This design comes from an exercise in tuning for small area and a short achievable clock period on the open sky130 flow, not from production work.
Only simulation tests tie the RTL to the original design; equivalence was not proved.
Power is estimated from default activity; no workload was simulated.

### flow/design.v
`timescale 1ns/1ps
package adc_capture_pkg;
   typedef logic [14-1:0]      adc_sample_t;
   typedef logic [16-1:0]   sample_t;
   typedef logic [32-1:0]     data_word_t;
   typedef logic [4-1:0] reg_addr_t;
   typedef logic [31:0]                reg_data_t;
   typedef logic [31:0]                word_count_t;
   typedef logic [15:0]                divider_t;      
   typedef enum logic {
      PACK_LOW,
      PACK_HIGH
   } pack_state_e;
   typedef enum logic {
      TURN_CH0,
      TURN_CH1
   } merge_turn_e;
endpackage
`timescale 1ns/1ps
module sample_fifo
#(
   parameter int DEPTH_LOG2 = 4
) (
   input  logic       user_clk_out,
   input  logic       sys_rst_n,
   input  logic       push_i,
   input  adc_capture_pkg::data_word_t push_data_i,
   input  logic       pop_i,
   output adc_capture_pkg::data_word_t head_o,
   output logic       empty_o,
   output logic       full_o
);
   localparam int DEPTH = 1 << DEPTH_LOG2;
   adc_capture_pkg::data_word_t            mem [DEPTH];
   logic [DEPTH_LOG2-1:0] wr_ptr_q;
   logic [DEPTH_LOG2-1:0] rd_ptr_q;
   logic [DEPTH_LOG2:0]   level_q;     
   always_ff @(posedge user_clk_out) begin
      if (push_i) begin
         mem[wr_ptr_q] <= push_data_i;
      end
   end
   always_ff @(posedge user_clk_out or negedge sys_rst_n) begin
      if (!sys_rst_n) begin
         wr_ptr_q <= '0;
         rd_ptr_q <= '0;
         level_q  <= '0;
      end else begin
         if (push_i) begin
            wr_ptr_q <= wr_ptr_q + 1'b1;    
         end
         if (pop_i) begin
            rd_ptr_q <= rd_ptr_q + 1'b1;
         end
         case ({push_i, pop_i})
            2'b10:   level_q <= level_q + 1'b1;
            2'b01:   level_q <= level_q - 1'b1;
            default: level_q <= level_q;
         endcase
      end
   end
   assign head_o  = mem[rd_ptr_q];
   assign empty_o = (level_q == '0);
   assign full_o  = (level_q == (DEPTH_LOG2+1)'(DEPTH));
endmodule
`timescale 1ns/1ps
module capture_channel
(
   input  logic        user_clk_out,
   input  logic        sys_rst_n,
   input  logic        enable_i,
   input  adc_capture_pkg::divider_t    divider_i,
   input  logic        count_clear_i,
   input  logic        count_load_i,
   input  adc_capture_pkg::word_count_t count_load_value_i,
   input  logic        adc_valid_i,
   input  adc_capture_pkg::adc_sample_t adc_sample_i,
   input  logic        fifo_full_i,
   output logic        push_o,
   output adc_capture_pkg::data_word_t  push_data_o,
   output adc_capture_pkg::word_count_t word_count_o,
   output logic        overflow_o
);
   adc_capture_pkg::divider_t    dec_cnt_q;
   adc_capture_pkg::divider_t    eff_div;
   adc_capture_pkg::pack_state_e phase_q;
   adc_capture_pkg::sample_t     padded;
   adc_capture_pkg::sample_t     low_q;       
   logic        keep;
   logic        word_done;
   assign eff_div = (divider_i == '0) ? adc_capture_pkg::divider_t'(1) : divider_i;
   assign keep    = enable_i & adc_valid_i & (dec_cnt_q == '0);
   always_ff @(posedge user_clk_out or negedge sys_rst_n) begin
      if (!sys_rst_n) begin
         dec_cnt_q <= '0;
      end else if (!enable_i) begin
         dec_cnt_q <= '0;             
      end else if (adc_valid_i) begin
         if (dec_cnt_q == '0) begin
            dec_cnt_q <= eff_div - 1'b1;
         end else begin
            dec_cnt_q <= dec_cnt_q - 1'b1;
         end
      end
   end
   assign padded = {adc_sample_i, {(16-14){1'b0}}};
   always_ff @(posedge user_clk_out or negedge sys_rst_n) begin
      if (!sys_rst_n) begin
         phase_q <= adc_capture_pkg::PACK_LOW;
      end else if (!enable_i) begin
         phase_q <= adc_capture_pkg::PACK_LOW;
      end else if (keep) begin
         phase_q <= (phase_q == adc_capture_pkg::PACK_LOW) ? adc_capture_pkg::PACK_HIGH : adc_capture_pkg::PACK_LOW;
      end
   end
   always_ff @(posedge user_clk_out) begin
      if (keep && phase_q == adc_capture_pkg::PACK_LOW) begin
         low_q <= padded;
      end
   end
   assign word_done   = keep & (phase_q == adc_capture_pkg::PACK_HIGH);
   assign push_o      = word_done & ~fifo_full_i;    
   assign push_data_o = {padded, low_q};
   always_ff @(posedge user_clk_out or negedge sys_rst_n) begin
      if (!sys_rst_n) begin
         word_count_o <= '0;
         overflow_o   <= 1'b0;
      end else if (count_clear_i) begin
         word_count_o <= '0;
         overflow_o   <= 1'b0;
      end else begin
         if (count_load_i) begin
            word_count_o <= count_load_value_i;    
         end else if (push_o) begin
            word_count_o <= word_count_o + 1'b1;
         end
         if (word_done && fifo_full_i) begin
            overflow_o <= 1'b1;      
         end
      end
   end
endmodule
`timescale 1ns/1ps
module host_regs
(
   input  logic        user_clk_out,
   input  logic        sys_rst_n,
   input  logic        reg_wr_i,
   input  logic        reg_rd_i,
   input  adc_capture_pkg::reg_addr_t   reg_addr_i,
   input  adc_capture_pkg::reg_data_t   reg_wdata_i,
   output adc_capture_pkg::reg_data_t   reg_rdata_o,
   output logic        reg_rvalid_o,
   output logic        ch0_enable_o,
   output logic        ch1_enable_o,
   output adc_capture_pkg::divider_t    ch0_divider_o,
   output adc_capture_pkg::divider_t    ch1_divider_o,
   output logic        ch0_count_clear_o,
   output logic        ch1_count_clear_o,
   output logic        ch0_count_load_o,
   output logic        ch1_count_load_o,
   input  adc_capture_pkg::word_count_t ch0_word_count_i,
   input  adc_capture_pkg::word_count_t ch1_word_count_i,
   input  logic        ch0_overflow_i,
   input  logic        ch1_overflow_i,
   input  logic        ch0_empty_i,
   input  logic        ch1_empty_i,
   input  logic        ch0_full_i,
   input  logic        ch1_full_i,
   output logic        stream_enable_o
);
   adc_capture_pkg::reg_data_t ch0_status;
   adc_capture_pkg::reg_data_t ch1_status;
   adc_capture_pkg::reg_data_t read_mux;
   always_ff @(posedge user_clk_out or negedge sys_rst_n) begin
      if (!sys_rst_n) begin
         ch0_enable_o    <= 1'b0;
         ch1_enable_o    <= 1'b0;
         ch0_divider_o   <= '0;
         ch1_divider_o   <= '0;
         stream_enable_o <= 1'b0;
      end else if (reg_wr_i) begin
         case (reg_addr_i)
            4'h0:    ch0_enable_o    <= reg_wdata_i[0];
            4'h1:     ch0_divider_o   <= adc_capture_pkg::divider_t'(reg_wdata_i);
            4'h4:    ch1_enable_o    <= reg_wdata_i[0];
            4'h5:     ch1_divider_o   <= adc_capture_pkg::divider_t'(reg_wdata_i);
            4'h8: stream_enable_o <= reg_wdata_i[0];
            default: ;   
         endcase
      end
   end
   assign ch0_count_clear_o = reg_wr_i & (reg_addr_i == 4'h0)
                              & reg_wdata_i[1];
   assign ch1_count_clear_o = reg_wr_i & (reg_addr_i == 4'h4)
                              & reg_wdata_i[1];
   assign ch0_count_load_o  = reg_wr_i & (reg_addr_i == 4'h3);
   assign ch1_count_load_o  = reg_wr_i & (reg_addr_i == 4'h7);
   assign ch0_status = {28'b0, ch0_overflow_i, ch0_full_i, ch0_empty_i, ch0_enable_o};
   assign ch1_status = {28'b0, ch1_overflow_i, ch1_full_i, ch1_empty_i, ch1_enable_o};
   always_comb begin
      case (reg_addr_i)
         4'h0:    read_mux = {31'b0, ch0_enable_o};
         4'h1:     read_mux = {16'b0, ch0_divider_o};
         4'h2:  read_mux = ch0_status;
         4'h3:   read_mux = ch0_word_count_i;
         4'h4:    read_mux = {31'b0, ch1_enable_o};
         4'h5:     read_mux = {16'b0, ch1_divider_o};
         4'h6:  read_mux = ch1_status;
         4'h7:   read_mux = ch1_word_count_i;
         4'h8: read_mux = {31'b0, stream_enable_o};
         default:          read_mux = '0;    
      endcase
   end
   always_ff @(posedge user_clk_out or negedge sys_rst_n) begin
      if (!sys_rst_n) begin
         reg_rdata_o  <= '0;
         reg_rvalid_o <= 1'b0;
      end else begin
         reg_rvalid_o <= reg_rd_i;
         if (reg_rd_i) begin
            reg_rdata_o <= read_mux;     
         end
      end
   end
endmodule
`timescale 1ns/1ps
module stream_merge
(
   input  logic       user_clk_out,
   input  logic       sys_rst_n,
   input  logic       stream_enable_i,
   input  adc_capture_pkg::data_word_t ch0_head_i,
   input  adc_capture_pkg::data_word_t ch1_head_i,
   input  logic       ch0_empty_i,
   input  logic       ch1_empty_i,
   output logic       ch0_pop_o,
   output logic       ch1_pop_o,
   output logic       out_valid_o,
   output adc_capture_pkg::data_word_t out_data_o,
   output logic       out_channel_o
);
   adc_capture_pkg::merge_turn_e turn_q;
   assign ch0_pop_o = stream_enable_i & ~ch0_empty_i
                      & (ch1_empty_i | (turn_q == adc_capture_pkg::TURN_CH0));
   assign ch1_pop_o = stream_enable_i & ~ch1_empty_i
                      & (ch0_empty_i | (turn_q == adc_capture_pkg::TURN_CH1));
   always_ff @(posedge user_clk_out or negedge sys_rst_n) begin
      if (!sys_rst_n) begin
         turn_q <= adc_capture_pkg::TURN_CH0;
      end else if (ch0_pop_o) begin
         turn_q <= adc_capture_pkg::TURN_CH1;
      end else if (ch1_pop_o) begin
         turn_q <= adc_capture_pkg::TURN_CH0;
      end
   end
   always_ff @(posedge user_clk_out or negedge sys_rst_n) begin
      if (!sys_rst_n) begin
         out_valid_o <= 1'b0;
      end else begin
         out_valid_o <= ch0_pop_o | ch1_pop_o;
      end
   end
   always_ff @(posedge user_clk_out) begin
      if (ch0_pop_o || ch1_pop_o) begin
         out_data_o    <= ch1_pop_o ? ch1_head_i : ch0_head_i;
         out_channel_o <= ch1_pop_o;     
      end
   end
endmodule
`timescale 1ns/1ps
module adc_capture_top
(
   input  logic        user_clk_out,
   input  logic        sys_rst_n,
   input  logic        adc_valid_i,
   input  adc_capture_pkg::adc_sample_t adc_i_i,
   input  adc_capture_pkg::adc_sample_t adc_q_i,
   input  logic        reg_wr_i,
   input  logic        reg_rd_i,
   input  adc_capture_pkg::reg_addr_t   reg_addr_i,
   input  adc_capture_pkg::reg_data_t   reg_wdata_i,
   output adc_capture_pkg::reg_data_t   reg_rdata_o,
   output logic        reg_rvalid_o,
   output logic        out_valid_o,
   output adc_capture_pkg::data_word_t  out_data_o,
   output logic        out_channel_o
);
   logic        ch0_enable, ch1_enable;
   adc_capture_pkg::divider_t    ch0_divider, ch1_divider;
   logic        ch0_count_clear, ch1_count_clear;
   logic        ch0_count_load, ch1_count_load;
   logic        ch0_push, ch1_push;
   adc_capture_pkg::data_word_t  ch0_push_data, ch1_push_data;
   adc_capture_pkg::word_count_t ch0_word_count, ch1_word_count;
   logic        ch0_overflow, ch1_overflow;
   logic        ch0_pop, ch1_pop;
   adc_capture_pkg::data_word_t  ch0_head, ch1_head;
   logic        ch0_empty, ch1_empty;
   logic        ch0_full, ch1_full;
   logic        stream_enable;
   capture_channel u_ch0 (
      .user_clk_out, .sys_rst_n,
      .enable_i      (ch0_enable),     .divider_i   (ch0_divider),
      .count_clear_i (ch0_count_clear), .adc_valid_i (adc_valid_i),
      .count_load_i  (ch0_count_load),  .count_load_value_i (reg_wdata_i),
      .adc_sample_i  (adc_i_i),        .fifo_full_i (ch0_full),
      .push_o        (ch0_push),       .push_data_o (ch0_push_data),
      .word_count_o  (ch0_word_count), .overflow_o  (ch0_overflow)
   );
   capture_channel u_ch1 (
      .user_clk_out, .sys_rst_n,
      .enable_i      (ch1_enable),     .divider_i   (ch1_divider),
      .count_clear_i (ch1_count_clear), .adc_valid_i (adc_valid_i),
      .count_load_i  (ch1_count_load),  .count_load_value_i (reg_wdata_i),
      .adc_sample_i  (adc_q_i),        .fifo_full_i (ch1_full),
      .push_o        (ch1_push),       .push_data_o (ch1_push_data),
      .word_count_o  (ch1_word_count), .overflow_o  (ch1_overflow)
   );
   sample_fifo u_fifo0 (
      .user_clk_out, .sys_rst_n,
      .push_i (ch0_push), .push_data_i (ch0_push_data), .pop_i (ch0_pop),
      .head_o (ch0_head), .empty_o (ch0_empty), .full_o (ch0_full)
   );
   sample_fifo u_fifo1 (
      .user_clk_out, .sys_rst_n,
      .push_i (ch1_push), .push_data_i (ch1_push_data), .pop_i (ch1_pop),
      .head_o (ch1_head), .empty_o (ch1_empty), .full_o (ch1_full)
   );
   host_regs u_regs (
      .user_clk_out, .sys_rst_n,
      .reg_wr_i, .reg_rd_i, .reg_addr_i, .reg_wdata_i, .reg_rdata_o, .reg_rvalid_o,
      .ch0_enable_o      (ch0_enable),      .ch1_enable_o      (ch1_enable),
      .ch0_divider_o     (ch0_divider),     .ch1_divider_o     (ch1_divider),
      .ch0_count_clear_o (ch0_count_clear), .ch1_count_clear_o (ch1_count_clear),
      .ch0_count_load_o  (ch0_count_load),  .ch1_count_load_o  (ch1_count_load),
      .ch0_word_count_i  (ch0_word_count),  .ch1_word_count_i  (ch1_word_count),
      .ch0_overflow_i    (ch0_overflow),    .ch1_overflow_i    (ch1_overflow),
      .ch0_empty_i       (ch0_empty),       .ch1_empty_i       (ch1_empty),
      .ch0_full_i        (ch0_full),        .ch1_full_i        (ch1_full),
      .stream_enable_o   (stream_enable)
   );
   stream_merge u_merge (
      .user_clk_out, .sys_rst_n,
      .stream_enable_i (stream_enable),
      .ch0_head_i  (ch0_head),  .ch1_head_i  (ch1_head),
      .ch0_empty_i (ch0_empty), .ch1_empty_i (ch1_empty),
      .ch0_pop_o   (ch0_pop),   .ch1_pop_o   (ch1_pop),
      .out_valid_o, .out_data_o, .out_channel_o
   );
endmodule
### flow/config.mk
export PLATFORM = sky130hd
export DESIGN_NAME = adc_capture_top
export DESIGN_NICKNAME = adc_capture_top
export VERILOG_FILES = /design/flow/design.v
export SDC_FILE = /design/flow/constraint.sdc
export NUM_CORES = 4
export LEC_CHECK = 0
export CAP_MARGIN = 20
export CORE_MARGIN = 2
export CORE_UTILIZATION = 40
export SLEW_MARGIN = 20
### flow/constraint.sdc
create_clock -name core_clock -period 5.0 [get_ports {user_clk_out}]
set_input_delay 1.0000 -clock core_clock [delete_from_list [all_inputs] [get_ports {user_clk_out}]]
set_output_delay 1.0000 -clock core_clock [all_outputs]
set_load 0.01 [all_outputs]
### flow/run.sh
#!/bin/bash
# synth_recipe.tcl (not shown) runs the flow's synth.tcl, then flattens the netlist and writes it again
# the make line also repeats each setting of config.mk as NAME=value (left out here)
make -C /OpenROAD-flow-scripts/flow DESIGN_CONFIG=/design/flow/config.mk WORK_HOME=/design/flow/orfs CLKGATE_MAP_FILE= SYNTH_SCRIPT=/design/flow/synth_recipe.tcl finish
==> out/results.txt <==
The sink count of the clock tree is 1149, and the average wire length per cell after detail routing is 26.26 µm. The die covers 0.1201 mm². For the worst-skew pair, the clock arrives at the later sink with an insertion delay of 0.71 ns. The worst-case vdd ir drop was 369.8 µV; the largest net degree at the start of global routing was 84. The wire length of the first global-routing pass is 172400 µm, and the site row count is 125. The library cells used most frequently in the layout, excluding fill and tap cells, are edfxtp_1 (953), mux4_2 (280), dfrtp_1 (190). The H-tree depth reported by CTS was 3; the cts-stage hold buffer count was 0. The run gives 0.02264 ns as the clock skew after layout. 136 I/O pins were placed. Data on the critical path arrives at its endpoint at 4.20 ns. The analysis attributes to cell leakage a power of 17.63 nW.

The number of max-slew violations in the final report was 0. Setup repair after global routing left no endpoint under its margin. The nature of the critical path endpoint is a flop. The run gives 4 as the count of yosys warnings during synthesis. The initial utilization of the core area, before any placement, comes to 40.35%. From synthesis to final layout, the design area changed by 15.56%.

The number of standard cells in the final layout excluding fillers came out at 4371. For this block, the routed nets add up to 114800 µm of wire. For this run the aggregate overflow at the end of global routing stands at 0.

Leaving out fill and tap cells, the most frequent cell in the layout is edfxtp_1. The share of post-route cells with drive strength above 1 came out at 23.29%. The die height works out to 346.6 µm.

For the pin with the worst max-slew slack, the measured transition is 1.062 ns. The critical path goes through nor4_1 -> and4_1 -> nand3_1 -> nor2_1 -> buf_4 -> nand2_1 -> nor2_4 -> buf_4. Final setup violation count: 0. The core area is 0.1164 mm². The slowest stage of the critical path is the nor4_1 cell.

The endpoint identified for the worst register-to-register timing path is u_fifo0.mem[15][19]. The detailed-route via count was 25220; the fraction of registers with async set or reset after synthesis was 17.06%. In this run the tightest slew margin relative to its limit is 29.18%. TritonCTS built the clock tree. For the sequential cell area fraction in the yosys report, the log shows 71.40%. The number of antenna violations at the first check in global routing came out at 4. Yosys mapped a number of flops with a built-in enable equal to 953.

The run finished with no timing, DRC or antenna violations. The CTS clock-pin slew for the worst setup and hold paths was 0.07 ns. The net total in the final layout was 2840; the ratio of routed vias to standard cells was 5.769. The worst setup path is launched from a flop. Static timing analysis puts the maximum clock frequency at 0.2597 GHz.

For the detailed router's first-iteration violation count, the log shows 2461. After legalization and detailed placement, the total HPWL measured 70180 µm. The synthesized area per cell works out to 18.29 µm². The number of global-route vias before repair is 26130. Summed over all failing endpoints, the final setup total negative slack is 0 ns. The depth of the worst register-to-register path came out at 8. The logs give 78 for the number of distinct library cells after synthesis and 5.35 ns for the critical path data required time. The die span in x came out at 346.6 µm. The tool flagged a number of max-cap violations equal to 0. The number of port buffers was 131; the first-pass iteration count of the detailed router was 5.

After layout, the worst path uses 77.01% of the clock period. For the aggregate global-route resource usage, the log shows 19.12%. Instance count after placement with tap cells included: 4152.

The shortest clock period the worst path allows after layout was 3.851 ns; the flop-to-flop setup slack was 1.15 ns. The detail route stage leaves a number of antenna-violating nets equal to 0. On the worst path, the slowest cell contributes a delay of 0.74 ns.

Summing every instance area after synthesis gives 0.04695 mm². The startpoint identified for the worst register-to-register timing path is u_ch0.dec_cnt_q[5]. The tools report the post-CTS setup-driven buffer insertion count as 0. On the final layout, the worst hold slack is 0.3514 ns.

The total CTS buffers was 115; the top fanout value on the critical path was 20. Among all flip-flop cells after synthesis, the most frequent one is edfxtp_1. The tools report the critical path launch point as u_ch0.dec_cnt_q[5]. The number of antenna diodes came out at 0.

Class of the most critical hold timing path: primary input to asynchronous set/reset pin. In this run the cell area measured after placement is 0.05049 mm². The tools report the number of fill cells as 9739. The post-synthesis sequential element count came out at 1149. The number of gates resized after CTS was 0. The count of endpoints failing hold in the final timing report is 0. The power density of the placed cells came out at 531.0 mW/mm². Final cell area excluding filler cells: 0.05426 mm². In the routed design, unresolved DRC markers number 0.

CTS placed an instance of clkbuf_16 at the clock tree root. For the final RePlAce weighted congestion, the log shows 0.8892. The run gives 0.02881 W as the total power consumption of the routed design. Synthesis produced 2567 cells.

The tools report the worst-case clock buffer depth as 3. The critical path class was flop to flop. Counting stages on the worst path, the most repeated cell is buf_4.
==> cell families (layout without fill, tap and decap cells) <==
logic type	after synthesis	count (layout)	synth area share [%]
simple gates	423	423	4.666
fa+ha+maj	24	24	0.6715
xor+xnor	85	85	1.586
compound gates	322	322	4.730
other cells	1	4	0.007987
buf+inv	209	486	1.756
mux	354	354	15.18
flops	1149	1149	71.40
==> state kept, by name (all words and copies together), names as in the netlist, 28 cells and up <==
register            flops
u_merge.out_data_o     28
u_regs.reg_rdata_o     32
u_ch0.word_count_o     32
u_fifo0.mem           448
u_ch1.word_count_o     32
u_fifo1.mem           448
==> worst max path at each step <==
stage	endpoint	slack, ns	cells after the start
after floorplan	u_fifo0.mem[3][10]	0.56	8
after global placement	u_ch0.word_count_o[22]	1.06	5
after detailed placement	u_ch0.word_count_o[17]	0.99	5
after CTS	u_fifo0.mem[7][12]	1.17	8
after global routing	u_fifo0.mem[7][7]	0.96	8
final	u_fifo0.mem[15][19]	1.15	8
==> synth_stat cells (all sizes together), types with 22 or more instances <==
| cell type | n | share of area (%) |
|---|---|---|
| nand4 | 47 | 0.63 |
| xor2 | 37 | 0.69 |
| dfrtp | 196 | 10 |
| o21ai | 58 | 0.62 |
| buf | 39 | 0.40 |
| inv | 62 | 0.50 |
| mux4 | 280 | 13 |
| xnor2 | 48 | 0.90 |
| nor2 | 129 | 1.0 |
| a21oi | 50 | 0.53 |
| nand3 | 43 | 0.46 |
| nand2 | 67 | 0.54 |
| ha | 22 | 0.59 |
| a22oi | 22 | 0.35 |
| a211oi | 51 | 0.85 |
| clkbuf | 107 | 0.86 |
| nor4 | 29 | 0.51 |
| o22ai | 33 | 0.44 |
| mux2 | 66 | 1.6 |
| edfxtp | 953 | 61 |
| nor3 | 43 | 0.50 |
==> worst max-delay path, delay by kind of cell (launching register included) <==
kind / cells / cell delay [ns]
buffers and inverters: 2 / 0.73
AND/OR/NAND/NOR: 6 / 2.27
flip-flops: 1 / 0.46
==> cell type report <==
type	instances	area, µm²	area share [%]
Inverter	63	236.5	0.4358
Sequential cell	1149	33540	61.81
Tap cell	1524	1907	3.514
Timing Repair Buffer	206	1961	3.614
Clock inverter	72	634.4	1.169
Clock buffer	145	3082	5.680
Multi-Input combinational cell	1212	12900	23.77
==> routing by layer <==
metal | global-route usage, % | routed length (µm) | up-vias
li1 | - | - | 10810
met1 | 27.31 | 50140 | 13370
met2 | 30.82 | 55790 | 881
met3 | 2.927 | 6550 | 151
met4 | 4.880 | 2256 | 4
met5 | 0 | 27 | -
==> through the flow <==
step                worst slack (ns)  utilization (%)
floorplan                     0.5575                -
global placement               1.058            43.38
detailed placement            0.9862            43.39
CTS                            1.169            46.58
global route                  0.9606            46.63
finish                         1.149            46.63
==> report_power, final <==
group	internal (W)	total, W	switching, W
sequential	0.0112	0.0124	0.00118
combinational	0.00391	0.00801	0.00409
clock	0.00478	0.00844	0.00365
total	0.0199	0.0288	0.00892

==> static timing again, ports no longer ideal <==
Ports are ideal in the flow. The routed layout listed here was re-timed in OpenROAD. Step 1 assumes that a clkbuf_16 drives the clock port and a buf_2 every other input. Step 2 times the ports against the registers' clock, not the clock port: input delays grow and output delays shrink by t, the midpoint of the rising clock arrivals with the driver on. Three values: ideal ports, drivers, drivers and shift; two values: the first two.
t, ns: 0.773
slack for setup (ns): 1.149 / 1.149 / 1.030
latest minus earliest clock arrival (ns): 0.026 / 0.026
worst slew at a driven data input, ns: 0.13
After both steps setup and hold are still met in this run. For this run, drivers alone change the setup slack by 0.000 ns; drivers and shift together by -0.119 ns.
